This design comes from an exercise in tuning for small area, a short achievable clock period and few clock cycles per item on the open sky130 flow, not from production work. RTL that was checked went through simulation tests only; none was proved equivalent to the original. Function not checked in runs 5 to 7: the RTL went through the layout flow alone. Power figures rest on the tool's default switching activity, not on a simulated workload.

### flow/design.v
package mas_pkg;
  localparam int W = 256;
endpackage
module multiword_add_sequencer (
  input  logic         clk,
  input  logic         rst,
  input  logic         in_valid,
  output logic         in_ready,
  input  logic [255:0] a,
  input  logic [255:0] b,
  input  logic         cin,
  input  logic         sub,
  output logic         out_valid,
  input  logic         out_ready,
  output logic [255:0] sum,
  output logic         cout
);
  logic         valid_q;
  logic [256:0] res_q;
  logic [256:0] res_d;
  assign in_ready = ~valid_q | out_ready;
  assign res_d    = {1'b0, a} + {1'b0, b ^ {256{sub}}} + {256'd0, sub | cin};
  always_ff @(posedge clk or posedge rst) begin
    if (rst)           valid_q <= 1'b0;
    else if (in_ready) valid_q <= in_valid;
  end
  always_ff @(posedge clk) begin
    if (in_ready) res_q <= res_d;
  end
  assign out_valid   = valid_q;
  assign {cout, sum} = res_q;
endmodule
### flow/run.sh
#!/bin/bash
# synth_recipe.tcl (not shown) runs the flow's synth.tcl, then flattens the netlist and writes it again
# the make line also repeats each setting of config.mk as NAME=value (left out here)
make -C /OpenROAD-flow-scripts/flow DESIGN_CONFIG=/design/flow/config.mk WORK_HOME=/design/flow/orfs CLKGATE_MAP_FILE= SYNTH_SCRIPT=/design/flow/synth_recipe.tcl finish
### flow/config.mk
export PLATFORM = sky130hd
export DESIGN_NAME = multiword_add_sequencer
export DESIGN_NICKNAME = multiword_add_sequencer
export VERILOG_FILES = /design/flow/design.v
export SDC_FILE = /design/flow/constraint.sdc
export NUM_CORES = 4
export LEC_CHECK = 0
export CAP_MARGIN = 20
export CORE_MARGIN = 2
export CORE_UTILIZATION = 40
export SLEW_MARGIN = 20
### flow/constraint.sdc
create_clock -name core_clock -period 6.5 [get_ports {clk}]
set_input_delay 1.3000 -clock core_clock [delete_from_list [all_inputs] [get_ports {clk}]]
set_output_delay 1.3000 -clock core_clock [all_outputs]
set_load 0.01 [all_outputs]
==> flow_summary.ini, run 1 <==
[outcome]
status = no timing/DRC/antenna violations

[route]
met3_length_mm = 13.2
wl_mm = 145
via_per_inst = 5.99
top_layer = met5
drtIter0Drc = 3366
avgRoutedWirePerCell_microns = 27.0
dr.pass1.iters = 6
drt-met1-wl_mm = 57.8
num_vias = 32300
drc = 0
met2_length_mm = 68.2
ant_nets = 0

[synth]
synth_top_family_by_area = compound AO/OA/AOI/OAI gates
async_reset_ff_share_pct = 0.388
synth-compound-area-share_pct = 25.5
synth_fa_ha_area_share_pct = 11.2
synth_edf_count = 257
synthesis.area_sq_mm = 0.0289
synth.avg_cell_area_sq_um = 8.03
synth_cell_type_count = 79
synth_xor_xnor_area_share_pct = 15.4
yosys.area.top_type = edfxtp_1
syn_nets = 4369
synth_ff_type = edfxtp_1
synthMuxAreaShare_pct = 0.0347
synthSimpleGateAreaFrac_pct = 17.3
synth_area_leaders = edfxtp_1 27%, ha_1 11%, xor2_1 11%
syn_inst = 3594
yosysWarnings = 1
yosysTopAreaCellShare_pct = 26.7
synth-seq-cells = 258
synth-seq-area-share_pct = 26.8

[floorplanning]
start_util_pct = 40.4
fp-row-count = 98
dieArea_sq_mm = 0.0743
die_h_microns = 273
io_pins = 777
core_area_sq_mm = 0.0715
die_w_microns = 273

[sta]
fin_skew_ns = 0.0230
timing.fmax_mhz = 161
setup_viol = 0
setup_slack_ns = 0.291
fin_crit_sh_pct = 95.5
relSlewSlack_pct = 30.8
fin_crit_ns = 6.21
rsz0062_at_grt = false
tightest_slew_ns = 1.03
holdWs_ns = 0.769
final_hold_viol_count = 0
maxSlewViolCount = 0

[placed_design]
hpwl_mm = 125
io_buffers = 776
place.gp.congestion = 1.05
dp_cells = 5322
placed_cell_area_sq_mm = 0.0385
place_ws_ns = -0.202

[cts]
clkLatencyLatePin_ns = 0.58
cts_buffers = 34
numClockSinks = 258
htree_num_levels = 2
cts_tree = yes
cts-root-buf = clkbuf_16
clk_pin_slew_ns = 0.06
clk_path_buf_depth = 3
cts-hold-fix-buffers = 0

[layout]
areaGrowthSynthToFinish_pct = 37.4
drive_gt1_share_pct = 6.32
stdcell_count = 5391
layout_commonest_cell = clkdlybuf4s50_1
fin_area_sq_mm = 0.0397
nNetsFinal = 5183
mostFrequentLayoutCells = 775 x clkdlybuf4s50_1, 486 x a21oi_1, 359 x nand2_1, 351 x xor2_1, 295 x nor2_1

[power]
p_per_area_mw_per_mm2 = 255
pwr-share-seq_pct = 26.4
combPwrFrac_pct = 53.8
p_clk_share_pct = 19.8
switching_power_uw = 4190
p_sw_share_pct = 41.4
p_int_uw = 5920
peakVddDrop_v = 0.000174
p_total_uw = 10100
power.leakage_uw = 0.0156

[grt]
antenna_found_initial = 15
grt_max_degree = 112
grt_usage_pct = 37.5
first_global_vias = 31400
grt_pass1_wl_mm = 207
grt_overflow = 0

[critical_path]
crit_type = primary input to register
crit_arrival_ns = 6.60
worstSetupStartpointType = primary input
crit_path_max_fanout = 3
crit_required_ns = 6.89
crit_path_end_kind = register

[run]
cap_viol_max_count = 0

[worst_hold_path]
min_path_type = register to register
[metal layers]
| layer | vias up | global-route usage [%] |
|---|---|---|
| li1 | 14800 | - |
| met1 | 15400 | 46.8 |
| met2 | 1794 | 63.1 |
| met3 | 279 | 7.88 |
| met4 | 6 | 14.7 |
| met5 | - | 0 |
[worst paths after layout]
path	from	to	slack, ns	cells past startpoint
max	b[0]	res_q[146]	0.29	21
max in group asynchronous	rst	valid_q	5.54	2
min	valid_q	res_q[243]	0.77	1
min reg2reg	valid_q	res_q[243]	0.77	1
min in group asynchronous	rst	valid_q	0.88	2
max reg2reg	valid_q	res_q[236]	4.28	3
[worst max-delay path, stage by stage]
cell	delay, ns
clkdlybuf4s50_1	0.47
xor2_1	0.20
fa_1	0.23
inv_1	0.06
fa_1	0.40
nand2b_1	0.18
a21oi_1	0.26
nor2_1	0.10
o21ai_0	0.33
buf_4	0.19
a21oi_1	0.08
o311ai_1	0.67
nor3b_1	0.28
buf_4	0.18
nor2b_1	0.07
o21ai_1	0.17
a311oi_1	0.30
nand2b_1	0.28
o41ai_2	0.44
buf_4	0.21
xor2_1	0.20
[area by class of cell]
type / instances / area (sq um)
fillers: 6817 / 31800
clock buffers: 40 / 905
inverters: 99 / 372
diodes: 11 / 27.5
multi-input cells: 3063 / 20100
repair buffers: 952 / 9160
clock inverters: 18 / 208
well taps: 950 / 1190
flip-flops and latches: 258 / 7740
[cell usage after synthesis (all sizes together), types with 5 or more instances]
library cell  count
inv              99
a221oi            9
a21o            123
nor2b            16
a211o             6
clkbuf          114
nor2            295
a41oi             9
o21bai           91
a21oi           487
o41ai             6
o31a              5
nor3             69
a31oi            31
nand2           364
a311oi            6
a21boi           16
nand3            47
nand2b           22
nor4             24
a21bo             5
and4             10
o221ai            8
or3              15
or2              13
xnor2           157
ha              255
and2              7
a31o              8
nand4           155
o21a             32
and3             14
edfxtp          257
o211ai           14
xor2            351
buf              60
o21ai           311
o31ai            20
or4               7
a211oi           18
[flip-flops by register name, summed over array words and instances (netlist names)]
register and cells:
res_q 257, valid_q 1
[kinds of logic (layout without fill, tap and decap cells)]
family | after synthesis | after routing
AO/OA/AOI/OAI | 1230 | 1230
AND/OR/NAND/NOR | 1067 | 1067
XOR/XNOR | 508 | 508
buffers and inverters | 273 | 1109
flip-flops | 258 | 258
adder cells (fa/ha/maj) | 257 | 257
multiplexers | 1 | 1
other | 0 | 11
[power groups by stage]
| stage | Sequential, uW | Combinational, uW | Clock, uW |
|---|---|---|---|
| 2_1_floorplan | 2850 | 2410 | 0 |
| 3_3_place_gp | 2700 | 5330 | 0 |
| 3_5_place_dp | 2690 | 5300 | 0 |
| 4_1_cts | 2670 | 5330 | 2020 |
| 5_1_grt | 2700 | 5740 | 2070 |
| 6_report | 2670 | 5440 | 2000 |
[what timing repair did]
action	in CTS	in global routing
endpoints found under the hold margin	0	0
gates resized for setup	0	1
setup endpoints to repair	0	1
setup buffers	0	0
[metrics by stage]
step                      TNS (ns)  utilization, %
after global placement      -0.245            53.9
after CTS                        0            55.4
after detailed placement    -0.214            53.9
after floorplan                  0               -
final                            0            55.5
after global routing             0            55.5
Testbench counts, summed over its fixed seeds: cycles 1,608, items 1,600.
==> inputs of run 2 (changes only) <==
--- a/flow/config.mk
+++ b/flow/config.mk
@@ -6,6 +6,8 @@
 export NUM_CORES = 4
 export LEC_CHECK = 0
+export ABC_CLOCK_PERIOD_IN_PS = 3500
 export CAP_MARGIN = 20
 export CORE_MARGIN = 2
 export CORE_UTILIZATION = 40
+export SETUP_SLACK_MARGIN = 2.8
 export SLEW_MARGIN = 20
==> flow_summary.ini, run 2 <==
[outcome]
status = no timing/DRC/antenna violations

[power]
power.leakage_uw = 0.0204
peakVddDrop_v = 0.000229
p_total_uw = 12400
p_per_area_mw_per_mm2 = 240

[sta]
fin_crit_sh_pct = 87.8
rsz0062_at_grt = true
setup_slack_ns = 0.796
holdWs_ns = 0.865
maxSlewViolCount = 0
fin_skew_ns = 0.0268
final_hold_viol_count = 0
final.setup.tns_ns = 0
relSlewSlack_pct = 9.49
fin_crit_ns = 5.70
tightest_slew_ns = 1.36
setup_viol = 0
timing.fmax_mhz = 175

[cts]
cts_buffers = 36
cts_tree = yes
cts-hold-fix-buffers = 0
clkLatencyLatePin_ns = 0.60
numClockSinks = 258
clk_pin_slew_ns = 0.06
htree_num_levels = 2
cts-root-buf = clkbuf_16
clk_path_buf_depth = 3

[layout]
drive_gt1_share_pct = 33.3
nNetsFinal = 5664
regMostFlops = res_q
areaGrowthSynthToFinish_pct = 79.4
largest_reg_flops = 257
layout_commonest_cell = clkdlybuf4s50_1
fin_util_pct = 72.4
mostFrequentLayoutCells = 700 x clkdlybuf4s50_1, 403 x buf_4, 321 x a21oi_1, 283 x nand2_1, 263 x xor2_1
fillers = 5260
top_regs = res_q: 257 flops, valid_q: 1 flops

[synth]
synth.avg_cell_area_sq_um = 8.03
synth_area_leaders = edfxtp_1 27%, ha_1 11%, xor2_1 11%
synth_cell_type_count = 79
yosysMostFrequentCell = a21oi_1
synth-seq-cells = 258
synth-seq-area-share_pct = 26.8
synth_edf_count = 257
synthesis.area_sq_mm = 0.0289
async_reset_ff_share_pct = 0.388
synth_common_cells = 486 x a21oi_1, 359 x nand2_1, 351 x xor2_1
syn_nets = 4369
synth_ff_type = edfxtp_1
yosys.area.top_type = edfxtp_1
yosysTopAreaCellShare_pct = 26.7
syn_inst = 3594
yosysWarnings = 1

[grt]
grt_pass1_wl_mm = 225
grt_usage_pct = 40.4
antenna_found_initial = 37
grt_overflow = 0
first_global_vias = 34200
grt_max_degree = 107

[floorplanning]
core_area_sq_mm = 0.0715
die_h_microns = 273
start_util_pct = 40.4
die_w_microns = 273
dieArea_sq_mm = 0.0743
fp-row-count = 98
io_pins = 777

[critical_path]
crit_path_end_kind = register
crit_path_max_fanout = 6
r2r_end = res_q[209]
worstSetupStartpointType = primary input
r2r_setup_slack_ns = 3.71
crit_required_ns = 6.82
reg2regPathDepth = 4
r2r_start = valid_q
cp-startpoint = sub
crit_type = primary input to register
crit_arrival_ns = 6.02

[placed_design]
place_ws_ns = -0.0197
hpwl_mm = 121
io_buffers = 776
place.gp.congestion = 1.04

[route]
avgRoutedWirePerCell_microns = 29.0
num_vias = 36600
ant_nets = 0
wl_mm = 171
drtIter0Drc = 4438
via_per_inst = 6.22
drc = 0
dr.pass1.iters = 6

[worst_hold_path]
min_path_type = primary input to asynchronous set/reset pin

[run]
cap_viol_max_count = 0
==> run 2: cells by family (layout without fill, tap and decap cells) <==
group / Yosys count / after routing / share of synthesized area, %
compound gates: 1230 / 1230 / 25.5
simple gates: 1067 / 1068 / 17.3
xor+xnor: 508 / 508 / 15.4
buf+inv: 273 / 1595 / 3.72
flops: 258 / 258 / 26.8
fa+ha+maj: 257 / 257 / 11.2
mux: 1 / 1 / 0.0347
other cells: 0 / 26 / 0
==> run 2: layout make-up <==
type                            count  area, sq um  area share (%)
Clock buffer                       45         1030            1.98
Antenna cell                       26         65.1           0.126
Multi-Input combinational cell   3064        26900            52.0
Inverter                           99          372           0.718
Clock inverter                     21          265           0.512
Timing Repair Buffer             1430        14200            27.4
Sequential cell                   258         7740            15.0
Tap cell                          950         1190            2.30
==> run 2: per-layer routing <==
| layer | GRT usage (%) | wire (microns) | vias up |
|---|---|---|---|
| li1 | - | - | 15800 |
| met2 | 64.7 | 75800 | 2427 |
| met5 | 0 | 235 | - |
| met3 | 8.62 | 19000 | 754 |
| met1 | 51.6 | 63500 | 17600 |
| met4 | 20.1 | 12700 | 24 |
==> run 2: stage by stage <==
stage          cell area [sq um]  std cells
2_1_floorplan              29500       3594
3_3_place_gp               38400       5244
3_5_place_dp               38400       5244
4_1_cts                    47300       5652
5_1_grt                    51800       5891
6_report                   51800       5893
==> run 2: what timing repair did <==
| item | CTS | global route |
|---|---|---|
| endpoints found under the setup margin | 223 | 215 |
| gates cloned | 20 | 3 |
| gates resized for setup | 1054 | 539 |
| pin swaps | 327 | 333 |
| setup buffers | 322 | 212 |
==> run 2: worst max path at each step <==
stage / end / slack, ns / cells after the start
floorplan: res_q[217] / 1.37 / 20
global placement: res_q[246] / 0.08 / 19
detailed placement: res_q[246] / -0.02 / 19
CTS: res_q[252] / 1.50 / 21
global route: res_q[202] / 0.43 / 21
finish: res_q[234] / 0.80 / 20
==> run 2: critical path, stage by stage <==
cell and delay, ns:
buf_16 0.13, buf_12 0.16, buf_16 0.15, xor2_4 0.18, ha_4 0.25, buf_6 0.12, buf_6 0.11, inv_1 0.13
o21bai_1 0.13, a21oi_1 1.06, o21ai_1 0.33, inv_1 0.23, o22ai_1 0.11, or3_4 0.43, a22o_4 0.26, a21o_4 0.22
a21o_1 0.20, a211oi_2 0.25, o21ai_1 0.12, xor2_1 0.15
==> run 2: where the power goes <==
group / leakage [uW] / total (uW) / internal [uW] / switching (uW)
clock network: 0.000627 / 2230 / 1330 / 903
registers: 0.00260 / 2630 / 2450 / 181
logic: 0.0171 / 7560 / 3520 / 4040
total: 0.0204 / 12400 / 7290 / 5130
==> inputs of run 3 (changes only) <==
--- a/flow/design.v
+++ b/flow/design.v
@@ -16,9 +16,20 @@
   output logic         cout
 );
-  logic         valid_q;
-  logic [256:0] res_q;
-  logic [256:0] res_d;
+  localparam int W  = 256;
+  localparam int K  = 16;
+  localparam int NB = W / K;
+  logic [W-1:0]  bx;
+  logic [W-1:0]  s0_d, s0_q;
+  logic [NB-1:0] g_d, g_q, p_d, p_q;
+  logic          valid_q;
+  assign bx = b ^ {W{sub}};
+  always_comb begin
+    for (int j = 0; j < NB; j++) begin
+      {g_d[j], s0_d[j*K +: K]} = {1'b0, a[j*K +: K]} + {1'b0, bx[j*K +: K]}
+                                 + {{K{1'b0}}, (j == 0) ? (sub | cin) : 1'b0};
+      p_d[j] = &(a[j*K +: K] ^ bx[j*K +: K]);
+    end
+  end
   assign in_ready = ~valid_q | out_ready;
-  assign res_d    = {1'b0, a} + {1'b0, b ^ {256{sub}}} + {256'd0, sub | cin};
   always_ff @(posedge clk or posedge rst) begin
     if (rst)           valid_q <= 1'b0;
@@ -26,7 +37,19 @@
   end
   always_ff @(posedge clk) begin
-    if (in_ready) res_q <= res_d;
+    if (in_ready) begin
+      s0_q <= s0_d;
+      g_q  <= g_d;
+      p_q  <= p_d;
+    end
   end
-  assign out_valid   = valid_q;
-  assign {cout, sum} = res_q;
+  logic [NB:0] c;
+  always_comb begin
+    c[0] = 1'b0;
+    for (int j = 0; j < NB; j++) c[j+1] = g_q[j] | (p_q[j] & c[j]);
+  end
+  always_comb begin
+    for (int j = 0; j < NB; j++) sum[j*K +: K] = s0_q[j*K +: K] + {{(K-1){1'b0}}, c[j]};
+  end
+  assign cout      = c[NB];
+  assign out_valid = valid_q;
 endmodule
==> flow_summary.ini, run 3 <==
[synth]
synth.avg_cell_area_sq_um = 10.0
yosysMostFrequentCell = xor2_1
yosysWarnings = 1
synth_ff_type = edfxtp_1
synth-seq-area-share_pct = 33.4
syn_nets = 3406
synth-seq-cells = 288
async_reset_ff_share_pct = 0.347
synthesis.area_sq_mm = 0.0259
syn_inst = 2585
yosys.area.top_type = edfxtp_1
synth_edf_count = 287
synth_area_leaders = edfxtp_1 33%, ha_1 14%, xor2_1 13%
synth_cell_type_count = 72
yosysTopAreaCellShare_pct = 33.3
synth_common_cells = 385 x xor2_1, 287 x edfxtp_1, 286 x ha_1

[power]
power.leakage_uw = 0.0166
p_per_area_mw_per_mm2 = 251
peakVddDrop_v = 0.000172

[floorplanning]
die_w_microns = 259
start_util_pct = 40.3
dieArea_sq_mm = 0.0668
core_area_sq_mm = 0.0642
die_h_microns = 259
fp-row-count = 93
io_pins = 777

[layout]
drive_gt1_share_pct = 25.3
multi_input_area_sq_mm = 0.0201
regMostFlops = s0_q
layout_commonest_cell = clkdlybuf4s50_1
nNetsFinal = 4343
largest_reg_flops = 256
areaGrowthSynthToFinish_pct = 55.3
top_regs = s0_q: 256 flops, g_q: 16 flops, p_q: 15 flops
fillers = 5191
ff_latch_area_sq_mm = 0.00864
mostFrequentLayoutCells = 534 x clkdlybuf4s50_1, 350 x xor2_1, 287 x edfxtp_1, 241 x ha_1, 181 x xnor2_1

[cts]
htree_num_levels = 2
cts-root-buf = clkbuf_16
clk_pin_slew_ns = 0.07
clkLatencyLatePin_ns = 0.57
cts_tree = yes
numClockSinks = 288
clk_path_buf_depth = 3
cts_buffers = 38

[route]
via_per_inst = 5.45
drc = 0
drtIter0Drc = 1287
ant_nets = 0
dr.pass1.iters = 5
wl_mm = 109
avgRoutedWirePerCell_microns = 24.5
num_vias = 24200

[grt]
grt_overflow = 0
antenna_found_initial = 41
first_global_vias = 24000
grt_pass1_wl_mm = 152
grt_max_degree = 154
grt_usage_pct = 30.7

[sta]
maxSlewViolCount = 0
tightest_slew_ns = 1.02
final.setup.tns_ns = 0
fin_skew_ns = 0.0171
setup_viol = 0
relSlewSlack_pct = 31.7
fin_crit_sh_pct = 78.8
rsz0062_at_grt = true
fin_crit_ns = 5.12
final_hold_viol_count = 0
holdWs_ns = 0.870
timing.fmax_mhz = 195

[critical_path]
cpMostUsedCell = ha_4
cp_slowest_stage_delay_ns = 0.41
cp_cell_sequence = a21o_1, a21o_4, a2111oi_4, buf_4, o31ai_4, o31a_1, a41oi_4, nand2b_1, ha_4, ha_4, nand2_4, or2_4, nor2_2, xor2_1, buf_2
r2r_setup_slack_ns = 3.68
crit_path_max_fanout = 3
worstSetupStartpointType = register
slowest_stage = o31a_1
crit_required_ns = 5.20
crit_arrival_ns = 3.82
crit_path_end_kind = output port
crit_type = register to output port

[worst_hold_path]
min_path_type = primary input to asynchronous set/reset pin

[placed_design]
place.gp.congestion = 0.964
hpwl_mm = 86.7
io_buffers = 776

[outcome]
status = no timing/DRC/antenna violations

[run]
cap_viol_max_count = 0
-- run 3: logic make-up (layout without fill, tap and decap cells) --
kind of cell	after synthesis	in the layout	share of synthesized area, %
mux	6	6	0.232
flops	288	288	33.4
xor+xnor	659	659	22.3
compound gates	538	538	14.0
buf+inv	120	1086	1.97
other cells	0	28	0
simple gates	671	672	13.1
fa+ha+maj	303	303	15.1
-- run 3: per-stage QoR --
stage               total power [uW]  instances  utilization [%]  area, sq um  setup slack (ns)
finish                         10100       4435             62.7        40300              1.38
global route                   10500       4428             62.6        40200              1.23
CTS                             9730       4337             59.6        38300              1.33
detailed placement              7390       4183             55.0        35300              1.34
global placement                7350       4183             55.0        35300              1.45
floorplan                       5330       2585                -        26800              1.87
-- run 3: area by class of cell --
| class | count | area share, % |
|---|---|---|
| diodes | 28 | 0.174 |
| clock buffers | 47 | 2.60 |
| clock inverters | 23 | 0.488 |
| inverters | 72 | 0.671 |
| multi-input cells | 2178 | 49.8 |
| flip-flops and latches | 288 | 21.5 |
| well taps | 855 | 2.66 |
| repair buffers | 944 | 22.1 |
-- run 3: worst paths after layout --
check,from,to,cells past startpoint
max in group asynchronous,rst,valid_q,2
worst max-delay path,g_q[0],sum[236],15
worst min-delay path,rst,valid_q,2
min in group core_clock,valid_q,s0_q[93],2
worst max register to register,valid_q,g_q[7],4
worst min register to register,valid_q,s0_q[93],2
-- run 3: where the power goes --
part,total (uW),internal (uW),switching (uW)
clock network,2140,1270,874
registers,3230,2650,573
logic,4720,2360,2360
-- run 3: timing repair --
| action | in CTS | in global routing |
|---|---|---|
| endpoints found under the setup margin | 341 | 275 |
| hold buffers | 0 | 0 |
| pin swaps | 151 | 158 |
| hold endpoints to repair | 0 | 0 |
| gates resized for setup | 1367 | 276 |
| cloned | 3 | 1 |
| buffers inserted | 81 | 69 |
-- run 3: routing by layer --
layer  vias to the layer above  GRT usage (%)  wire [microns]
li1                      11400              -               -
met1                     11700           34.7           41200
met2                       855           55.0           54700
met3                       215           7.53            7830
met4                        32           12.8            4660
met5                         -              0             203
-- run 3: worst max-delay path: cells and delay by family, from the launching register on --
kind                       cells  cell delay, ns
AOI/OAI and AO/OA              6            1.52
xor gates and xnor gates       1            0.17
adders and majority gates      2            0.40
and+or+nand+nor                4            0.41
DFF                            1            0.39
buffers and inverters          2            0.34
Testbench counts of run 3, summed over its fixed seeds: cycles 1,608, items 1,600.
==> inputs of run 4 (changes only) <==
--- a/flow/config.mk
+++ b/flow/config.mk
@@ -6,8 +6,6 @@
 export NUM_CORES = 4
 export LEC_CHECK = 0
-export ABC_CLOCK_PERIOD_IN_PS = 3500
 export CAP_MARGIN = 20
 export CORE_MARGIN = 2
 export CORE_UTILIZATION = 40
-export SETUP_SLACK_MARGIN = 2.8
 export SLEW_MARGIN = 20
==> flow_summary.ini, run 4 <==
[synth]
synth-seq-cells = 288
yosysMostFrequentCell = xor2_1
synth_common_cells = 385 x xor2_1, 287 x edfxtp_1, 286 x ha_1
syn_nets = 3406
synth_edf_count = 287
yosysWarnings = 1
synth_area_leaders = edfxtp_1 33%, ha_1 14%, xor2_1 13%
synth_ff_type = edfxtp_1
syn_inst = 2585
synth_cell_type_count = 72
synth.avg_cell_area_sq_um = 10.0
yosys.area.top_type = edfxtp_1
async_reset_ff_share_pct = 0.347
yosysTopAreaCellShare_pct = 33.3
synthesis.area_sq_mm = 0.0259
synth-seq-area-share_pct = 33.4

[cts]
clk_pin_slew_ns = 0.06
post_cts_buffers = 0
clkLatencyLatePin_ns = 0.56
numClockSinks = 288
htree_num_levels = 2
cts_buffers = 38
clk_path_buf_depth = 3
cts-root-buf = clkbuf_16
cts-resized-gates = 0
cts-hold-fix-buffers = 0
cts_tree = yes

[outcome]
status = no timing/DRC/antenna violations

[grt]
grt_overflow = 0
grt_usage_pct = 29.8
grt_pass1_wl_mm = 149
first_global_vias = 23600
grt_max_degree = 150
antenna_found_initial = 40

[critical_path]
cp_slowest_stage_delay_ns = 0.56
crit_type = register to output port
crit_path_max_fanout = 5
crit_buf_inv = 1
critPathTopFamily = compound AO/OA/AOI/OAI gates
slowest_stage = clkdlybuf4s50_1
crit_path_end_kind = output port
crit_required_ns = 5.20
crit_arrival_ns = 4.47
cp_cell_sequence = a21o_1, a21o_1, a2111oi_2, o31ai_1, o31a_1, a41oi_2, nand2b_1, ha_1, ha_1, nand2_1, or2_2, nor2_1, xor2_1, clkdlybuf4s50_1
worstSetupStartpointType = register

[route]
via_per_inst = 5.44
num_vias = 23200
ant_nets = 0
drc = 0
dr.pass1.iters = 5
avgRoutedWirePerCell_microns = 24.0
wl_mm = 103
drtIter0Drc = 1282

[layout]
nNetsFinal = 4185
regMostFlops = s0_q
layout_commonest_cell = clkdlybuf4s50_1
largest_reg_flops = 256
areaGrowthSynthToFinish_pct = 38.6
mostFrequentLayoutCells = 775 x clkdlybuf4s50_1, 385 x xor2_1, 287 x edfxtp_1, 286 x ha_1, 274 x xnor2_1
top_regs = s0_q: 256 flops, g_q: 16 flops, p_q: 15 flops
drive_gt1_share_pct = 2.80

[sta]
tightest_slew_ns = 0.904
final_hold_viol_count = 0
setup_viol = 0
maxSlewViolCount = 0
final.setup.tns_ns = 0
rsz0062_at_grt = false
fin_skew_ns = 0.0183
fin_crit_ns = 5.77
relSlewSlack_pct = 38.9
timing.fmax_mhz = 173
fin_crit_sh_pct = 88.7
holdWs_ns = 0.899

[floorplanning]
dieArea_sq_mm = 0.0668
fp-row-count = 93
io_pins = 777
die_w_microns = 259
start_util_pct = 40.3
die_h_microns = 259
core_area_sq_mm = 0.0642

[worst_hold_path]
min_path_type = primary input to asynchronous set/reset pin

[placed_design]
hpwl_mm = 87.3
place.gp.congestion = 0.994
io_buffers = 776

[power]
power.leakage_uw = 0.0144
p_per_area_mw_per_mm2 = 261
peakVddDrop_v = 0.000143

[run]
cap_viol_max_count = 0
## run 4: cell counts after synthesis
Identical to the previous run, type by type.
## run 4: cell families after synthesis
family	count (synthesis)	synth area share, %
AO/OA/AOI/OAI	538	14.0
XOR/XNOR	659	22.3
adder cells (fa/ha/maj)	303	15.1
buffers and inverters	120	1.97
flip-flops	288	33.4
multiplexers	6	0.232
AND/OR/NAND/NOR	671	13.1
## run 4: layout make-up
| type | count | area, sq um |
|---|---|---|
| antenna | 26 | 65.1 |
| fill | 5707 | 28300 |
| timing repair buffer | 787 | 7880 |
| clock inverter | 15 | 115 |
| tap | 855 | 1070 |
| multi-input combinational | 2177 | 16800 |
| inverter | 72 | 270 |
| sequential | 288 | 8640 |
| clock buffer | 54 | 1090 |
## run 4: path summary, 6_finish.rpt
check,from,to,slack (ns),depth (start not counted)
worst max register to register,valid_q,s0_q[243],3.79,3
max in group asynchronous,rst,valid_q,5.51,2
worst min register to register,valid_q,s0_q[83],1.06,1
worst min-delay path,rst,valid_q,0.90,2
worst max-delay path,g_q[0],sum[236],0.73,14
min in group core_clock,valid_q,s0_q[83],1.06,1
## run 4: metal layers
layer | vias up | global-route usage [%] | wire length, microns
met5 | - | 0 | 209
met4 | 32 | 11.8 | 3870
met3 | 191 | 7.87 | 7780
met2 | 789 | 53.3 | 51500
met1 | 11200 | 33.8 | 39300
li1 | 11100 | - | -
## run 4: stage by stage
step / cell area, sq um / setup WS, ns / cells / total power, uW / utilization, %
2_1_floorplan: 25900 / 0.251 / 2585 / 5210 / -
3_3_place_gp: 34600 / 1.34 / 4179 / 7250 / 53.9
3_5_place_dp: 34600 / 1.27 / 4179 / 7290 / 53.9
4_1_cts: 35800 / 0.624 / 4248 / 9410 / 55.8
5_1_grt: 35900 / 0.433 / 4267 / 9850 / 55.9
6_report: 35900 / 0.733 / 4274 / 9370 / 55.9
## run 4: power by group
group | switching, uW | leakage [uW] | total [uW] | internal (uW)
Clock | 866 | 0.000574 | 2080 | 1220
Combinational | 2070 | 0.0109 | 4200 | 2120
Sequential | 436 | 0.00291 | 3090 | 2650
Total | 3380 | 0.0144 | 9370 | 5990
==> inputs of run 5 (changes only) <==
==> flow/design.v (replaced) <==
package mas_pkg;
  localparam int W = 256;
endpackage
module multiword_add_sequencer (
  input  logic         clk,
  input  logic         rst,
  input  logic         in_valid,
  output logic         in_ready,
  input  logic [255:0] a,
  input  logic [255:0] b,
  input  logic         cin,
  input  logic         sub,
  output logic         out_valid,
  input  logic         out_ready,
  output logic [255:0] sum,
  output logic         cout
);
  localparam int W  = 256;
  localparam int K  = 16;       
  localparam int NB = W / K;    
  localparam int SB = 4;        
  localparam int NS = NB / SB;  
  localparam int LK = $clog2(K);
  localparam int LB = $clog2(NB);
  localparam int LS = $clog2(SB);
  logic [W-1:0]  bx, g, p, s0_d;
  logic [NB-1:0] bg, bp;         
  logic [NS-1:0] gc_d;           
  assign bx = b ^ {W{sub}};
  assign g  = a & bx;
  assign p  = a ^ bx;
  always_comb begin
    logic [K-1:0] tg, tp;
    for (int j = 0; j < NB; j++) begin
      tg = g[j*K +: K];
      tp = p[j*K +: K];
      if (j == 0) tg[0] = tg[0] | (tp[0] & (sub | cin));
      for (int l = 0; l < LK; l++)
        for (int i = 0; i < K; i++)
          if (i[l]) begin
            tg[i] = tg[i] | (tp[i] & tg[((i >> l) << l) - 1]);
            tp[i] = tp[i] & tp[((i >> l) << l) - 1];
          end
      s0_d[j*K] = p[j*K] ^ ((j == 0) ? (sub | cin) : 1'b0);
      for (int i = 1; i < K; i++) s0_d[j*K+i] = p[j*K+i] ^ tg[i-1];
      bg[j] = tg[K-1];
      bp[j] = tp[K-1];
    end
  end
  always_comb begin
    logic [NB-1:0] tg, tp;
    tg = bg;
    tp = bp;
    for (int l = 0; l < LB; l++)
      for (int i = 0; i < NB; i++)
        if (i[l]) begin
          tg[i] = tg[i] | (tp[i] & tg[((i >> l) << l) - 1]);
          tp[i] = tp[i] & tp[((i >> l) << l) - 1];
        end
    gc_d[0] = 1'b0;
    for (int s = 1; s < NS; s++) gc_d[s] = tg[s*SB-1];
  end
  logic [W-1:0]  s0_q;
  logic [NB-1:0] bg_q, bp_q;
  logic [NS-1:0] gc_q;
  logic          valid_q;
  assign in_ready = ~valid_q | out_ready;
  always_ff @(posedge clk or posedge rst) begin
    if (rst)           valid_q <= 1'b0;
    else if (in_ready) valid_q <= in_valid;
  end
  always_ff @(posedge clk) begin
    if (in_ready) begin
      s0_q <= s0_d;
      bg_q <= bg;
      bp_q <= bp;
      gc_q <= gc_d;
    end
  end
  logic [NB:0] bc;               
  always_comb begin
    logic [SB-1:0] tg, tp;
    for (int s = 0; s < NS; s++) begin
      tg = bg_q[s*SB +: SB];
      tp = bp_q[s*SB +: SB];
      for (int l = 0; l < LS; l++)
        for (int i = 0; i < SB; i++)
          if (i[l]) begin
            tg[i] = tg[i] | (tp[i] & tg[((i >> l) << l) - 1]);
            tp[i] = tp[i] & tp[((i >> l) << l) - 1];
          end
      bc[s*SB] = gc_q[s];
      for (int i = 1; i <= SB; i++) bc[s*SB+i] = tg[i-1] | (tp[i-1] & gc_q[s]);
    end
  end
  always_comb begin
    logic [K-1:0] m;
    for (int j = 0; j < NB; j++) begin
      m[0] = 1'b1;
      for (int i = 1; i < K; i++) m[i] = m[i-1] & s0_q[j*K+i-1];
      for (int i = 0; i < K; i++) sum[j*K+i] = s0_q[j*K+i] ^ (bc[j] & m[i]);
    end
  end
  assign cout      = bc[NB];
  assign out_valid = valid_q;
endmodule
--- a/flow/config.mk
+++ b/flow/config.mk
@@ -6,6 +6,8 @@
 export NUM_CORES = 4
 export LEC_CHECK = 0
+export ABC_CLOCK_PERIOD_IN_PS = 3000
 export CAP_MARGIN = 20
 export CORE_MARGIN = 2
 export CORE_UTILIZATION = 40
+export SETUP_SLACK_MARGIN = 3.2
 export SLEW_MARGIN = 20
==> flow_summary.ini, run 5 <==
[critical_path]
crit_path_max_fanout = 4
worstSetupStartpointType = register
crit_required_ns = 5.20
crit_path_end_kind = output port
crit_type = register to output port
crit_arrival_ns = 2.91

[route]
ant_nets = 0
drc = 0
drtIter0Drc = 1148
via_per_inst = 5.11
dr.pass1.iters = 5
wl_mm = 105
avgRoutedWirePerCell_microns = 23.3
num_vias = 23000

[floorplanning]
die_w_microns = 254
io_pins = 777
die_h_microns = 254
fp-row-count = 91
dieArea_sq_mm = 0.0647
start_util_pct = 40.6
core_area_sq_mm = 0.0618

[layout]
ff_latch_area_sq_mm = 0.00855
layout_commonest_cell = clkdlybuf4s50_1
regMostFlops = s0_q
drive_gt1_share_pct = 36.7
nNetsFinal = 4469
fillers = 4701
areaGrowthSynthToFinish_pct = 70.8
largest_reg_flops = 256
mostFrequentLayoutCells = 515 x clkdlybuf4s50_1, 324 x xor2_1, 284 x edfxtp_1, 252 x buf_4, 233 x ha_1
top_regs = s0_q: 256 flops, bg_q: 13 flops, bp_q: 12 flops
multi_input_area_sq_mm = 0.0196

[synth]
yosysTopAreaCellShare_pct = 34.0
synth_cell_type_count = 72
synth_common_cells = 404 x xor2_1, 284 x edfxtp_1, 269 x ha_1
synth-seq-area-share_pct = 34.1
synth-seq-cells = 285
synth_area_leaders = edfxtp_1 34%, xor2_1 14%, ha_1 13%
yosysMostFrequentCell = xor2_1
yosysWarnings = 1
synthesis.area_sq_mm = 0.0251
async_reset_ff_share_pct = 0.351
synth_ff_type = edfxtp_1
syn_nets = 3273
yosys.area.top_type = edfxtp_1
synth_edf_count = 284
syn_inst = 2421
synth.avg_cell_area_sq_um = 10.4

[cts]
cts_tree = yes
clk_path_buf_depth = 3
htree_num_levels = 2
cts-root-buf = clkbuf_16
clkLatencyLatePin_ns = 0.56
numClockSinks = 285
clk_pin_slew_ns = 0.06
cts_buffers = 38
cts-hold-fix-buffers = 0

[grt]
first_global_vias = 23600
grt_usage_pct = 30.6
grt_pass1_wl_mm = 145
grt_max_degree = 149
grt_overflow = 0
antenna_found_initial = 41

[power]
power.leakage_uw = 0.0185
p_per_area_mw_per_mm2 = 235
peakVddDrop_v = 0.000163

[outcome]
status = no timing/DRC/antenna violations

[sta]
tightest_slew_ns = 0.843
timing.fmax_mhz = 237
maxSlewViolCount = 0
rsz0062_at_grt = true
relSlewSlack_pct = 43.8
holdWs_ns = 0.873
final_hold_viol_count = 0
final.setup.tns_ns = 0
setup_viol = 0
fin_crit_ns = 4.21
fin_skew_ns = 0.0141
fin_crit_sh_pct = 64.8

[placed_design]
hpwl_mm = 79.5
io_buffers = 776
place.gp.congestion = 0.922

[run]
cap_viol_max_count = 0

[worst_hold_path]
min_path_type = primary input to asynchronous set/reset pin
==> run 5: cell types whose count changed after synthesis, moves of 29 or more <==
cell,change
inv_1,+144
fa_1,+48
xnor2_1,-33
o21a_1,-29
o21bai_1,-30
and3_1,-37
a21o_1,-40
nand3_1,-43
==> run 5: worst max-delay path, stage by stage (launching register included) <==
cell and delay [ns]:
edfxtp_1 0.47, a21o_4 0.18, a21o_4 0.15, a21oi_4 0.09, nor4b_4 0.40, and3_4 0.24
and4_4 0.27, buf_4 0.13, nand3_4 0.09, xnor2_4 0.19, buf_6 0.13
==> run 5: worst paths after layout <==
check                           slack, ns  depth (start not counted)        to  startpoint
worst max-delay path                 2.29                         10  sum[254]     gc_q[3]
worst min-delay path                 0.87                          2   valid_q         rst
worst max register to register       3.83                          4  bg_q[15]     valid_q
worst min register to register       1.11                          1   bg_q[4]     valid_q
max in group asynchronous            5.54                          2   valid_q         rst
min in group core_clock              1.11                          1   bg_q[4]     valid_q
==> run 5: cell type report <==
type / count / share of cell area, %
Antenna cell: 22 / 0.128
Clock buffer: 51 / 2.48
Clock inverter: 18 / 0.423
Inverter: 216 / 1.90
Multi-Input combinational cell: 1876 / 45.8
Sequential cell: 285 / 20.0
Tap cell: 837 / 2.44
Timing Repair Buffer: 1200 / 26.8
==> run 5: logic make-up (layout without fill, tap and decap cells) <==
| logic type | count (synthesis) | after routing | share of synthesized area [%] |
|---|---|---|---|
| buffers and inverters | 262 | 1485 | 4.17 |
| other | 0 | 22 | 0 |
| adders and majority gates | 334 | 334 | 18.6 |
| AOI/OAI and AO/OA | 335 | 335 | 8.81 |
| DFF | 285 | 285 | 34.1 |
| and+or+nand+nor | 560 | 562 | 11.8 |
| xor gates and xnor gates | 645 | 645 | 22.5 |
==> run 5: repair_timing <==
action                                  4_1_cts  5_1_grt
setup buffers                               251      150
hold endpoints to repair                      0        0
gates resized for setup                    1552      420
endpoints found under the setup margin      487      355
cloned                                       10        3
pin swaps                                   316      277
==> run 5: stage by stage <==
stage / setup slack (ns) / instance area (sq um) / cells / utilization [%] / power [uW]
final: 2.29 / 42800 / 4505 / 69.3 / 10100
after global routing: 2.22 / 42800 / 4499 / 69.3 / 10500
after detailed placement: 1.22 / 34400 / 4000 / 55.6 / 7030
after CTS: 2.35 / 39600 / 4330 / 64.1 / 9550
after global placement: 1.25 / 34400 / 4000 / 55.6 / 6970
after floorplan: 1.89 / 25900 / 2421 / - / 5040
==> run 5: power breakdown <==
part,total (uW),switching (uW),internal (uW)
clock,2140,835,1300
sequential,3130,503,2630
combinational,4780,2330,2450
total,10100,3670,6380
==> run 5: per-layer routing <==
| metal | wire [microns] | track usage [%] | up-vias | part of all wire, % |
|---|---|---|---|---|
| li1 | - | - | 10800 | - |
| met5 | 237 | 0 | - | 0.23 |
| met3 | 8430 | 8.86 | 269 | 8.0 |
| met4 | 5500 | 14.2 | 38 | 5.2 |
| met2 | 53900 | 55.5 | 737 | 51 |
| met1 | 37000 | 32.5 | 11200 | 35 |
==> inputs of run 6 (changes only) <==
--- a/flow/design.v
+++ b/flow/design.v
@@ -19,12 +19,9 @@
   localparam int K  = 16;       
   localparam int NB = W / K;    
-  localparam int SB = 4;        
-  localparam int NS = NB / SB;  
   localparam int LK = $clog2(K);
   localparam int LB = $clog2(NB);
-  localparam int LS = $clog2(SB);
   logic [W-1:0]  bx, g, p, s0_d;
   logic [NB-1:0] bg, bp;         
-  logic [NS-1:0] gc_d;           
+  logic [NB:0]   bc_d;           
   assign bx = b ^ {W{sub}};
   assign g  = a & bx;
@@ -58,10 +55,9 @@
           tp[i] = tp[i] & tp[((i >> l) << l) - 1];
         end
-    gc_d[0] = 1'b0;
-    for (int s = 1; s < NS; s++) gc_d[s] = tg[s*SB-1];
+    bc_d[0] = 1'b0;
+    for (int j = 1; j <= NB; j++) bc_d[j] = tg[j-1];
   end
   logic [W-1:0]  s0_q;
-  logic [NB-1:0] bg_q, bp_q;
-  logic [NS-1:0] gc_q;
+  logic [NB:1]   bc_q;
   logic          valid_q;
   assign in_ready = ~valid_q | out_ready;
@@ -73,34 +69,19 @@
     if (in_ready) begin
       s0_q <= s0_d;
-      bg_q <= bg;
-      bp_q <= bp;
-      gc_q <= gc_d;
-    end
-  end
-  logic [NB:0] bc;               
-  always_comb begin
-    logic [SB-1:0] tg, tp;
-    for (int s = 0; s < NS; s++) begin
-      tg = bg_q[s*SB +: SB];
-      tp = bp_q[s*SB +: SB];
-      for (int l = 0; l < LS; l++)
-        for (int i = 0; i < SB; i++)
-          if (i[l]) begin
-            tg[i] = tg[i] | (tp[i] & tg[((i >> l) << l) - 1]);
-            tp[i] = tp[i] & tp[((i >> l) << l) - 1];
-          end
-      bc[s*SB] = gc_q[s];
-      for (int i = 1; i <= SB; i++) bc[s*SB+i] = tg[i-1] | (tp[i-1] & gc_q[s]);
+      bc_q <= bc_d[NB:1];
     end
   end
   always_comb begin
-    logic [K-1:0] m;
-    for (int j = 0; j < NB; j++) begin
-      m[0] = 1'b1;
-      for (int i = 1; i < K; i++) m[i] = m[i-1] & s0_q[j*K+i-1];
-      for (int i = 0; i < K; i++) sum[j*K+i] = s0_q[j*K+i] ^ (bc[j] & m[i]);
+    logic m;
+    for (int i = 0; i < K; i++) sum[i] = s0_q[i];
+    for (int j = 1; j < NB; j++) begin
+      m = bc_q[j];
+      for (int i = 0; i < K; i++) begin
+        sum[j*K+i] = s0_q[j*K+i] ^ m;
+        m = m & s0_q[j*K+i];
+      end
     end
   end
-  assign cout      = bc[NB];
+  assign cout      = bc_q[NB];
   assign out_valid = valid_q;
 endmodule
==> flow/flow/run.sh (new file) <==
#!/bin/bash
# The standard layout (standard.sh), with every port buffered by the
# smallest buffer cell instead of the one buffer_ports picks by default.
set -euo pipefail
export BUFFER_PORTS_ARGS="-buffer_cell sky130_fd_sc_hd__buf_1"
bash standard.sh > standard.log 2>&1
==> flow/standard.sh (new file) <==
#!/bin/bash
# synth_recipe.tcl (not shown) runs the flow's synth.tcl, then flattens the netlist and writes it again
# the make line also repeats each setting of config.mk as NAME=value (left out here)
make -C /OpenROAD-flow-scripts/flow DESIGN_CONFIG=/design/flow/config.mk WORK_HOME=/design/flow/orfs CLKGATE_MAP_FILE= SYNTH_SCRIPT=/design/flow/synth_recipe.tcl "${@:-finish}"
removed: flow/run.sh
==> flow_summary.ini, run 6 <==
[outcome]
status = no timing/DRC/antenna violations

[synth]
yosys.area.top_type = edfxtp_1
synthesis.area_sq_mm = 0.0239
async_reset_ff_share_pct = 0.366
synth_xor_xnor_area_share_pct = 15.2
yosysTopAreaCellShare_pct = 34.2
synth_top_family_by_area = adder cells
synth-seq-area-share_pct = 34.3
synth_area_leaders = edfxtp_1 34%, ha_1 25%, xor2_1 11%
synth_ff_type = edfxtp_1
synthSimpleGateAreaFrac_pct = 7.30
syn_nets = 3181
yosysMostFrequentCell = ha_1
synth-compound-area-share_pct = 8.68
synthMuxAreaShare_pct = 0
synth.avg_cell_area_sq_um = 11.3
synth-seq-cells = 273
synth_fa_ha_area_share_pct = 30.6
synth_edf_count = 272
synth_common_cells = 479 x ha_1, 308 x xor2_1, 272 x edfxtp_1
syn_inst = 2119
yosysWarnings = 1
synth_cell_type_count = 60

[layout]
multi_input_area_sq_mm = 0.0193
fillers = 4452
regMostFlops = s0_q
top_regs = s0_q: 256 flops, bc_q: 16 flops, valid_q: 1 flops
nNetsFinal = 4244
largest_reg_flops = 256
fin_area_sq_mm = 0.0379
areaGrowthSynthToFinish_pct = 58.6
mostFrequentLayoutCells = 586 x buf_1, 272 x edfxtp_1, 263 x xor2_1, 251 x buf_6, 230 x ha_1
layout_commonest_cell = buf_1
stdcell_count = 4000
ff_latch_area_sq_mm = 0.00819
drive_gt1_share_pct = 34.2

[power]
switching_power_uw = 3310
p_per_area_mw_per_mm2 = 250
p_sw_share_pct = 35.0
peakVddDrop_v = 0.000161
power.leakage_uw = 0.0156
combPwrFrac_pct = 46.8
pwr-share-seq_pct = 29.9
p_clk_share_pct = 23.3
p_int_uw = 6170

[route]
wl_mm = 95.8
num_vias = 20800
drc = 0
via_per_inst = 5.19
avgRoutedWirePerCell_microns = 24.0
drtIter0Drc = 908
ant_nets = 0
dr.pass1.iters = 5

[floorplanning]
start_util_pct = 40.4
fp-row-count = 89
core_area_sq_mm = 0.0590
dieArea_sq_mm = 0.0616
die_h_microns = 248
die_w_microns = 248
io_pins = 777

[cts]
cts_tree = yes
cts-hold-fix-buffers = 0
clk_path_buf_depth = 3
cts_buffers = 37
numClockSinks = 273
clk_pin_slew_ns = 0.06
clkLatencyLatePin_ns = 0.56
htree_num_levels = 2
cts-root-buf = clkbuf_16

[sta]
fin_crit_ns = 5.03
maxSlewViolCount = 0
tightest_slew_ns = 0.777
final.setup.tns_ns = 0
setup_viol = 0
rsz0062_at_grt = true
relSlewSlack_pct = 47.8
final_hold_viol_count = 0
fin_crit_sh_pct = 77.4
timing.fmax_mhz = 199
fin_skew_ns = 0.0215

[critical_path]
worstSetupStartpointType = register
crit_required_ns = 5.20
slowest_stage = edfxtp_1
cp_cell_sequence = ha_2, ha_4, ha_4, ha_4, ha_4, ha_4, ha_4, ha_4, ha_4, ha_4, ha_4, ha_4, ha_4, ha_4, ha_4, xor2_2, buf_2
crit_arrival_ns = 3.73
crit_type = register to output port
crit_path_end_kind = output port
crit_path_max_fanout = 1
cpMostUsedCell = ha_4
crit_buf_inv = 1
critPathTopFamily = adder cells
cp_slowest_stage_delay_ns = 0.45
r2r_setup_slack_ns = 4.39

[run]
cap_viol_max_count = 0

[grt]
grt_overflow = 0
grt_pass1_wl_mm = 133
first_global_vias = 21900
grt_usage_pct = 29.4
grt_max_degree = 132
antenna_found_initial = 23

[placed_design]
place.gp.congestion = 1.01
placed_cell_area_sq_mm = 0.0287
io_buffers = 776
hpwl_mm = 72.2
dp_cells = 3639

[worst_hold_path]
min_path_type = primary input to asynchronous set/reset pin
run 6: changes by cell type after synthesis, sizes merged, moves of 16 or more:
cell	delta
ha	+210
nand2	-103
xor2	-96
and3	-22
and4	-17
inv	-24
o21a	+16
nand4	-28
nand3	-50
a21oi	-16
xnor2	-136
run 6: cells by family (layout without fill, tap and decap cells):
| logic type | count (synthesis) | after routing |
|---|---|---|
| buffers and inverters | 237 | 1326 |
| other | 0 | 17 |
| adder cells (fa/ha/maj) | 544 | 544 |
| flip-flops | 273 | 273 |
| AND/OR/NAND/NOR | 337 | 339 |
| XOR/XNOR | 413 | 413 |
| AO/OA/AOI/OAI | 315 | 315 |
run 6: worst reg2reg max path, delay by kind of cell, from the launching register on:
| family | cells | cell delay [ns] |
|---|---|---|
| DFF | 1 | 0.52 |
| buffers and inverters | 2 | 0.94 |
| and+or+nand+nor | 1 | 0.20 |
run 6: area by class of cell:
| class | instances | share of cell area [%] |
|---|---|---|
| timing repair buffer | 1067 | 19.4 |
| antenna | 17 | 0.112 |
| multi-input combinational | 1611 | 51.0 |
| inverter | 192 | 1.91 |
| clock buffer | 47 | 2.76 |
| tap | 773 | 2.55 |
| sequential | 273 | 21.6 |
| clock inverter | 20 | 0.658 |
run 6: worst paths after layout:
path | to | from | cells after the start
min in group core_clock | valid_q | in_valid | 2
worst max-delay path | sum[127] | bc_q[7] | 17
worst min register to register | bc_q[5] | valid_q | 1
max in group asynchronous | valid_q | rst | 2
worst max register to register | s0_q[197] | valid_q | 3
worst min-delay path | valid_q | rst | 2
run 6: stage by stage:
step	utilization, %	setup WS (ns)	hold WS [ns]	power (uW)
floorplan	-	1.56	1.03	4690
global placement	48.6	0.852	1.11	5660
detailed placement	48.6	0.696	1.12	5720
CTS	61.3	1.44	0.518	9180
global route	64.1	1.38	0.524	9940
finish	64.2	1.47	0.546	9480
run 6: timing repair:
action	in CTS	in global routing
cloned	14	2
setup endpoints to repair	365	349
setup buffers	181	80
pin swaps	188	244
hold endpoints to repair	0	0
resized for setup	1017	222
run 6: power by group through the flow:
stage | combinational (uW) | sequential [uW] | clock (uW)
2_1_floorplan | 2000 | 2690 | 0
3_3_place_gp | 2930 | 2730 | 0
3_5_place_dp | 2980 | 2740 | 0
4_1_cts | 4100 | 2840 | 2240
5_1_grt | 4760 | 2870 | 2310
6_report | 4440 | 2840 | 2210
run 6: per-layer routing:
metal	routed length, microns	global-route usage (%)
met1	34200	31.8
met2	48700	53.0
met3	8020	8.30
met4	4820	13.4
met5	67	0
==> inputs of run 7 (changes only) <==
--- a/flow/design.v
+++ b/flow/design.v
@@ -17,5 +17,5 @@
 );
   localparam int W  = 256;
-  localparam int K  = 16;       
+  localparam int K  = 8;        
   localparam int NB = W / K;    
   localparam int LK = $clog2(K);
==> flow_summary.ini, run 7 <==
[outcome]
status = no timing/DRC/antenna violations

[sta]
final.setup.tns_ns = 0
tightest_slew_ns = 1.02
timing.fmax_mhz = 229
relSlewSlack_pct = 32.2
rsz0062_at_grt = true
final_hold_viol_count = 0
setup_slack_ns = 2.13
fin_crit_sh_pct = 67.3
maxSlewViolCount = 0
fin_skew_ns = 0.0290
fin_crit_ns = 4.37
setup_viol = 0

[worst_hold_path]
min_path_type = primary input to asynchronous set/reset pin

[synth]
yosysWarnings = 1
synth_cell_type_count = 64
async_reset_ff_share_pct = 0.346
syn_nets = 3194
synth.avg_cell_area_sq_um = 11.6
synth_ff_type = edfxtp_1
synth_edf_count = 288
synth_common_cells = 471 x ha_1, 314 x xor2_1, 288 x edfxtp_1
yosysTopAreaCellShare_pct = 35.4
synth-seq-area-share_pct = 35.5
synth-seq-cells = 289
syn_inst = 2108
yosysMostFrequentCell = ha_1
yosys.area.top_type = edfxtp_1
synth_area_leaders = edfxtp_1 35%, ha_1 24%, xor2_1 11%
synthesis.area_sq_mm = 0.0245

[critical_path]
cp_cell_sequence = clkbuf_16, buf_16, buf_16, xor2_1, ha_2, fa_2, a21o_1, a21oi_2, nor2_1, or3_4, o21ai_4, nand2b_4, a211oi_4, o2111ai_2, a311o_1, a211o_1
crit_buf_inv = 3
critPathTopFamily = compound AO/OA/AOI/OAI gates
crit_path_max_fanout = 8
crit_arrival_ns = 4.68
crit_path_end_kind = register
reg2regPathDepth = 3
r2r_start = valid_q
r2r_setup_slack_ns = 4.03
cp.depth = 16
crit_type = primary input to register
slowest_stage = or3_4
r2r_end = s0_q[239]
crit_required_ns = 6.80
worstSetupStartpointType = primary input
cpMostUsedCell = buf_16
cp_slowest_stage_delay_ns = 0.40

[layout]
regMostFlops = s0_q
nNetsFinal = 4140
fin_area_sq_mm = 0.0354
mostFrequentLayoutCells = 643 x buf_1, 288 x edfxtp_1, 284 x xor2_1, 265 x inv_1, 236 x ha_1
areaGrowthSynthToFinish_pct = 44.7
top_regs = s0_q: 256 flops, bc_q: 32 flops, valid_q: 1 flops
drive_gt1_share_pct = 25.3
largest_reg_flops = 256
layout_commonest_cell = buf_1

[floorplanning]
die_w_microns = 251
die_h_microns = 251
io_pins = 777
start_util_pct = 40.5
dieArea_sq_mm = 0.0632
fp-row-count = 90
core_area_sq_mm = 0.0604

[grt]
grt_usage_pct = 27.0
grt_max_degree = 72
grt_overflow = 0
first_global_vias = 21500
grt_pass1_wl_mm = 128
antenna_found_initial = 25

[cts]
cts_tree = yes
clkLatencyLatePin_ns = 0.57
htree_num_levels = 2
numClockSinks = 289
cts_buffers = 38
clk_pin_slew_ns = 0.06
cts-hold-fix-buffers = 0
clk_path_buf_depth = 3
cts-root-buf = clkbuf_16

[placed_design]
place.gp.congestion = 0.946
placed_cell_area_sq_mm = 0.0287
hpwl_mm = 69.2
io_buffers = 776
place_ws_ns = 0.808

[route]
ant_nets = 0
drc = 0
wl_mm = 87.3
drtIter0Drc = 828
num_vias = 19800
avgRoutedWirePerCell_microns = 22.5
via_per_inst = 5.11
dr.pass1.iters = 5

[power]
peakVddDrop_v = 0.000149
power.leakage_uw = 0.0147
p_per_area_mw_per_mm2 = 245

[run]
cap_viol_max_count = 0
[run 7: power breakdown]
| group | switching, uW | internal, uW |
|---|---|---|
| sequential | 293 | 2620 |
| combinational | 1960 | 1800 |
| clock | 852 | 1170 |
| total | 3100 | 5580 |
[run 7: cell families (layout without fill, tap and decap cells)]
group                      count (synthesis)  after routing  synth area share, %
AOI/OAI and AO/OA                        270            270                 7.37
xor gates and xnor gates                 387            387                 13.9
adders and majority gates                568            568                 32.0
buffers and inverters                    304           1273                 4.79
DFF                                      289            289                 35.5
other                                      0             18                    0
and+or+nand+nor                          290            290                 6.51
[run 7: repair_timing]
item | CTS | global route
gates cloned | 11 | 0
pin swaps | 174 | 129
buffers inserted | 89 | 48
setup endpoints to repair | 283 | 173
resized for setup | 776 | 98
[run 7: worst register-to-register path, delay by kind of cell, from the launching register on]
kind / cells / cell delay (ns)
flops: 1 / 0.41
simple gates: 1 / 0.15
buf+inv: 2 / 1.46
[run 7: per-layer routing]
metal  global-route usage [%]  vias to the layer above  part of all wire (%)  routed length, microns
met4                     11.4                       22                   4.1                    3570
li1                         -                     9269                     -                       -
met1                     28.5                     9724                    36                   31300
met3                     7.91                      194                   7.7                    6710
met5                        0                        -                  0.18                     154
met2                     49.9                      617                    52                   45600
[run 7: cell type report]
class	count	area [sq um]
tap	782	978
inverter	267	1000
clock inverter	15	124
multi-input combinational	1515	18100
timing repair buffer	943	5450
sequential	289	8670
fill	4953	24900
antenna	18	45.0
clock buffer	48	1010
[run 7: through the flow]
step,hold WS (ns),utilization [%],total power (uW),instances
after global placement,1.03,47.5,5600,3648
after detailed placement,1.05,47.5,5660,3648
after floorplan,1.03,-,4600,2108
after global routing,0.522,58.6,9170,3871
final,0.526,58.7,8690,3877
after CTS,0.492,57.2,8600,3811
[run 7: worst max path at each step]
stage,startpoint,end
finish,sub,bc_q[32]
floorplan,sub,bc_q[23]
global route,sub,bc_q[23]
CTS,sub,bc_q[32]
detailed placement,sub,bc_q[32]
global placement,sub,bc_q[32]
==> inputs of run 8 (changes only) <==
--- a/flow/design.v
+++ b/flow/design.v
@@ -73,12 +73,13 @@
   end
   always_comb begin
-    logic m;
+    logic [K-1:0] m;
     for (int i = 0; i < K; i++) sum[i] = s0_q[i];
     for (int j = 1; j < NB; j++) begin
-      m = bc_q[j];
-      for (int i = 0; i < K; i++) begin
-        sum[j*K+i] = s0_q[j*K+i] ^ m;
-        m = m & s0_q[j*K+i];
-      end
+      m = s0_q[j*K +: K];
+      for (int l = 0; l < LK; l++)
+        for (int i = 0; i < K; i++)
+          if (i[l]) m[i] = m[i] & m[((i >> l) << l) - 1];
+      sum[j*K] = s0_q[j*K] ^ bc_q[j];
+      for (int i = 1; i < K; i++) sum[j*K+i] = s0_q[j*K+i] ^ (bc_q[j] & m[i-1]);
     end
   end
==> flow_summary.ini, run 8 <==
[sta]
tightest_slew_ns = 0.956
fin_crit_ns = 4.49
fin_skew_ns = 0.0351
rsz0062_at_grt = true
holdWs_ns = 0.528
maxSlewViolCount = 0
timing.fmax_mhz = 223
setup_viol = 0
relSlewSlack_pct = 36.2
final_hold_viol_count = 0
final.setup.tns_ns = 0
fin_crit_sh_pct = 69.1
setup_slack_ns = 2.01

[route]
ant_nets = 0
avgRoutedWirePerCell_microns = 21.3
wl_mm = 86.8
drc = 0
via_per_inst = 5.13
dr.pass1.iters = 5
num_vias = 20900
drtIter0Drc = 1034

[synth]
synthSimpleGateAreaFrac_pct = 9.36
yosys.area.top_type = edfxtp_1
synth_common_cells = 341 x xor2_1, 308 x inv_1, 288 x edfxtp_1
synthesis.area_sq_mm = 0.0247
synth_ff_type = edfxtp_1
yosysTopAreaCellShare_pct = 34.9
synth-seq-area-share_pct = 35.1
synth_area_leaders = edfxtp_1 35%, ha_1 14%, xor2_1 12%
synth_top_family_by_area = adder cells
async_reset_ff_share_pct = 0.346
synth-seq-cells = 289
synth.avg_cell_area_sq_um = 10.7
synthMuxAreaShare_pct = 0
syn_nets = 3216
syn_inst = 2316
synth_cell_type_count = 64
yosysMostFrequentCell = xor2_1
synth_edf_count = 288
yosysWarnings = 1
synth_fa_ha_area_share_pct = 22.3
synth_xor_xnor_area_share_pct = 20.5
synth-compound-area-share_pct = 7.45

[grt]
antenna_found_initial = 17
grt_pass1_wl_mm = 125
first_global_vias = 21500
grt_usage_pct = 25.9
grt_max_degree = 128
grt_overflow = 0

[critical_path]
crit_required_ns = 6.81
r2r_end = bc_q[4]
crit_path_end = bc_q[23]
crit_arrival_ns = 4.80
crit_buf_inv = 4
cp_cell_sequence = clkbuf_16, buf_16, buf_8, xor2_2, ha_1, o21ai_1, o21bai_1, o31a_1, a221o_1, a222oi_1, buf_4, a21boi_2, a41oi_4, o21ai_2, a2111o_1, a221o_1
r2r_setup_slack_ns = 4.14
r2r_start = valid_q
crit_path_end_kind = register
worstSetupStartpointType = primary input
cp-startpoint = sub
critPathTopFamily = compound AO/OA/AOI/OAI gates
crit_type = primary input to register
slowest_stage = a2111o_1
cp_slowest_stage_delay_ns = 0.41
reg2regPathDepth = 3
cp.depth = 16
cpMostUsedCell = a221o_1
crit_path_max_fanout = 9

[floorplanning]
die_w_microns = 253
io_pins = 777
start_util_pct = 40.2
die_h_microns = 253
fp-row-count = 91
dieArea_sq_mm = 0.0639
core_area_sq_mm = 0.0615

[placed_design]
io_buffers = 776
place.gp.congestion = 0.986
hpwl_mm = 70.2
place_ws_ns = 0.522
placed_cell_area_sq_mm = 0.0288

[cts]
htree_num_levels = 2
cts_tree = yes
clkLatencyLatePin_ns = 0.57
clk_path_buf_depth = 3
cts_buffers = 38
numClockSinks = 289
cts-root-buf = clkbuf_16
cts-hold-fix-buffers = 0
clk_pin_slew_ns = 0.06

[layout]
layout_commonest_cell = buf_1
regMostFlops = s0_q
fillers = 5631
multi_input_area_sq_mm = 0.0160
drive_gt1_share_pct = 14.0
fin_area_sq_mm = 0.0325
top_regs = s0_q: 256 flops, bc_q: 32 flops, valid_q: 1 flops
mostFrequentLayoutCells = 750 x buf_1, 321 x xor2_1, 299 x inv_1, 288 x edfxtp_1, 270 x ha_1
nNetsFinal = 4137
ff_latch_area_sq_mm = 0.00867
largest_reg_flops = 256
areaGrowthSynthToFinish_pct = 31.4

[power]
power.leakage_uw = 0.0136
p_per_area_mw_per_mm2 = 262
peakVddDrop_v = 0.000173

[outcome]
status = no timing/DRC/antenna violations

[worst_hold_path]
min_path_type = primary input to asynchronous set/reset pin

[run]
cap_viol_max_count = 0
-- run 8: worst min path at each step --
stage / start / end / slack, ns / cells after the start
after detailed placement: rst / valid_q / 1.11 / 2
after global placement: valid_q / valid_q / 1.07 / 2
after floorplan: rst / valid_q / 1.03 / 1
final: rst / valid_q / 0.53 / 2
after CTS: rst / valid_q / 0.49 / 2
after global routing: rst / valid_q / 0.52 / 2
-- run 8: cells by family (layout without fill, tap and decap cells) --
group / count (synthesis) / in the layout
AOI/OAI and AO/OA: 273 / 273
xor gates and xnor gates: 580 / 580
adders and majority gates: 382 / 382
buffers and inverters: 345 / 1294
DFF: 289 / 289
other: 0 / 10
and+or+nand+nor: 447 / 449
-- run 8: layout make-up --
class | count | area share [%]
Multi-Input combinational cell | 1684 | 49.1
Sequential cell | 289 | 26.7
Timing Repair Buffer | 916 | 13.6
Inverter | 308 | 3.55
Tap cell | 790 | 3.04
Clock buffer | 40 | 2.95
Clock inverter | 30 | 1.03
Antenna cell | 10 | 0.0769
-- run 8: metal layers --
layer  global-route usage (%)  wire length (microns)  up-vias
li1                         -                      -     9806
met3                     5.93                   6160      189
met2                     46.6                  44200      757
met4                     10.7                   3780       16
met1                     29.5                  32600    10100
met5                        0                    110        -
-- run 8: power by group --
group	internal (uW)	switching [uW]
Sequential	2620	341
Combinational	1400	1940
Clock	1350	872
Total	5370	3160
-- run 8: stage by stage --
| stage | util, % | total power [uW] | instances |
|---|---|---|---|
| 3_3_place_gp | 46.9 | 5910 | 3865 |
| 5_1_grt | 52.9 | 8980 | 4063 |
| 3_5_place_dp | 46.9 | 5980 | 3865 |
| 4_1_cts | 51.1 | 8410 | 3994 |
| 6_report | 52.9 | 8530 | 4067 |
| 2_1_floorplan | - | 4800 | 2316 |
-- run 8: repair_timing --
| action | 4_1_cts | 5_1_grt |
|---|---|---|
| cloned | 10 | 3 |
| setup endpoints to repair | 192 | 130 |
| pin swaps | 62 | 89 |
| setup buffers | 49 | 60 |
| endpoints found under the hold margin | 0 | 0 |
| gates resized for setup | 161 | 138 |
Testbench counts of run 8, summed over its fixed seeds: cycles 1,608, items 1,600.
==> inputs of run 9 (changes only) <==
--- a/flow/config.mk
+++ b/flow/config.mk
@@ -6,5 +6,5 @@
 export NUM_CORES = 4
 export LEC_CHECK = 0
-export ABC_CLOCK_PERIOD_IN_PS = 3000
+export ABC_AREA = 1
 export CAP_MARGIN = 20
 export CORE_MARGIN = 2
==> flow_summary.ini, run 9 <==
[synth]
syn_inst = 2684
synth_ff_type = edfxtp_1
synth_area_leaders = edfxtp_1 34%, ha_1 14%, xor2_1 13%
async_reset_ff_share_pct = 0.346
synth-seq-area-share_pct = 34.0
yosys.area.top_type = edfxtp_1
yosysMostFrequentCell = inv_1
syn_nets = 3584
synth-seq-cells = 289
synth_cell_type_count = 36
yosysTopAreaCellShare_pct = 33.9
yosysWarnings = 1
synth.avg_cell_area_sq_um = 9.49
synthesis.area_sq_mm = 0.0255
synth_edf_count = 288
synth_common_cells = 455 x inv_1, 364 x xor2_1, 360 x nand2_1

[layout]
mostFrequentLayoutCells = 711 x buf_1, 424 x inv_1, 342 x xor2_1, 299 x nand2_1, 288 x edfxtp_1
ff_latch_area_sq_mm = 0.00867
largest_reg_flops = 256
fin_area_sq_mm = 0.0345
multi_input_area_sq_mm = 0.0166
fillers = 5801
regMostFlops = s0_q
stdcell_count = 4560
layout_commonest_cell = buf_1
drive_gt1_share_pct = 19.6
areaGrowthSynthToFinish_pct = 35.4
top_regs = s0_q: 256 flops, bc_q: 32 flops, valid_q: 1 flops
nNetsFinal = 4579
fin_util_pct = 54.7

[cts]
cts_buffers = 38
cts-hold-fix-buffers = 0
clkLatencyLatePin_ns = 0.55
htree_num_levels = 2
numClockSinks = 289
clk_path_buf_depth = 3
cts_tree = yes
clk_pin_slew_ns = 0.06
cts-root-buf = clkbuf_16

[placed_design]
hpwl_mm = 66.6
place_ws_ns = 1.69
place.gp.congestion = 0.938
placed_cell_area_sq_mm = 0.0296
io_buffers = 776
dp_cells = 4279

[power]
power.leakage_uw = 0.0157
p_per_area_mw_per_mm2 = 246
peakVddDrop_v = 0.000142

[run]
cap_viol_max_count = 0

[critical_path]
crit_buf_inv = 6
crit_path_end_kind = register
crit_required_ns = 6.80
crit_path_max_fanout = 8
cp-startpoint = sub
critPathTopFamily = buffers and inverters
cp_cell_sequence = clkbuf_16, buf_16, buf_12, buf_16, xor2_2, ha_1, nand2_1, inv_2, nand2_1, nand2_1, nand2_1, nand3_2, a21oi_2, nand2_2, a21oi_4, buf_8, nand2_8, nand2_4, nand2_2
cpMostUsedCell = nand2_1
cp_slowest_stage_delay_ns = 0.35
r2r_start = valid_q
worstSetupStartpointType = primary input
crit_arrival_ns = 3.74
slowest_stage = ha_1
crit_type = primary input to register

[route]
num_vias = 21700
avgRoutedWirePerCell_microns = 19.2
drc = 0
ant_nets = 0
via_per_inst = 4.75
wl_mm = 87.4
drtIter0Drc = 1154
dr.pass1.iters = 5

[floorplanning]
die_h_microns = 256
fp-row-count = 92
core_area_sq_mm = 0.0631
io_pins = 777
die_w_microns = 256
start_util_pct = 40.4
dieArea_sq_mm = 0.0657

[grt]
grt_pass1_wl_mm = 125
first_global_vias = 21500
grt_overflow = 0
grt_usage_pct = 25.2
antenna_found_initial = 18
grt_max_degree = 126

[sta]
fin_crit_sh_pct = 52.9
final.setup.tns_ns = 0
setup_slack_ns = 3.06
fin_skew_ns = 0.0177
rsz0062_at_grt = true
relSlewSlack_pct = 32.9
maxSlewViolCount = 0
timing.fmax_mhz = 291
setup_viol = 0
tightest_slew_ns = 1.01
fin_crit_ns = 3.44
final_hold_viol_count = 0

[outcome]
status = no timing/DRC/antenna violations

[worst_hold_path]
min_path_type = primary input to asynchronous set/reset pin
[run 9: logic make-up (layout without fill, tap and decap cells)]
group / Yosys count / in the layout / share of synthesized area, %
AO/OA/AOI/OAI: 191 / 191 / 4.29
adder cells (fa/ha/maj): 382 / 382 / 21.6
flip-flops: 289 / 289 / 34.0
other: 0 / 11 / 0
XOR/XNOR: 570 / 570 / 19.6
AND/OR/NAND/NOR: 759 / 763 / 12.9
buffers and inverters: 493 / 1508 / 7.55
[run 9: what timing repair did]
item,4_1_cts,5_1_grt
buffers inserted,121,63
gates resized for setup,241,233
cloned,15,7
setup endpoints to repair,231,109
pin swaps,88,156
[run 9: per-stage QoR]
step                hold WS, ns  total power [uW]
floorplan                  1.03              4830
global placement          0.954              5910
detailed placement        0.953              5950
CTS                       0.500              8290
global route              0.539              8950
finish                    0.543              8470
[run 9: final timing paths]
path                       slack [ns]        end  cells past startpoint
max                              3.06   bc_q[32]                     19
min                              0.54    valid_q                      2
max reg2reg                      4.33    s0_q[7]                      2
min reg2reg                      1.05  s0_q[207]                      1
max in group asynchronous        5.87    valid_q                      2
min in group core_clock          0.94    valid_q                      3
[run 9: area by class of cell]
class | instances | share of cell area (%)
Clock buffer | 42 | 2.86
Sequential cell | 289 | 25.1
Clock inverter | 22 | 0.435
Timing Repair Buffer | 989 | 15.3
Tap cell | 846 | 3.07
Inverter | 455 | 4.96
Antenna cell | 11 | 0.0798
Multi-Input combinational cell | 1906 | 48.2
[run 9: metal layers]
layer | up-vias | wire length [microns] | track usage, %
li1 | 10600 | - | -
met5 | - | 114 | 0
met3 | 152 | 6130 | 5.80
met2 | 635 | 44600 | 46.7
met4 | 16 | 2980 | 7.24
met1 | 10300 | 33600 | 28.6
[run 9: power by group]
part / total (uW) / internal, uW / switching, uW
combinational: 3530 / 1450 / 2080
sequential: 2910 / 2630 / 281
clock: 2020 / 1160 / 859
total: 8470 / 5250 / 3220

Setup slack of run 9, layout unchanged: 3.063 ns with ideal ports, 2.980 ns with driving cells assumed (clock clkbuf_16, inputs buf_2), 2.375 ns with port delays also shifted by the 0.605 ns mid clock arrival.
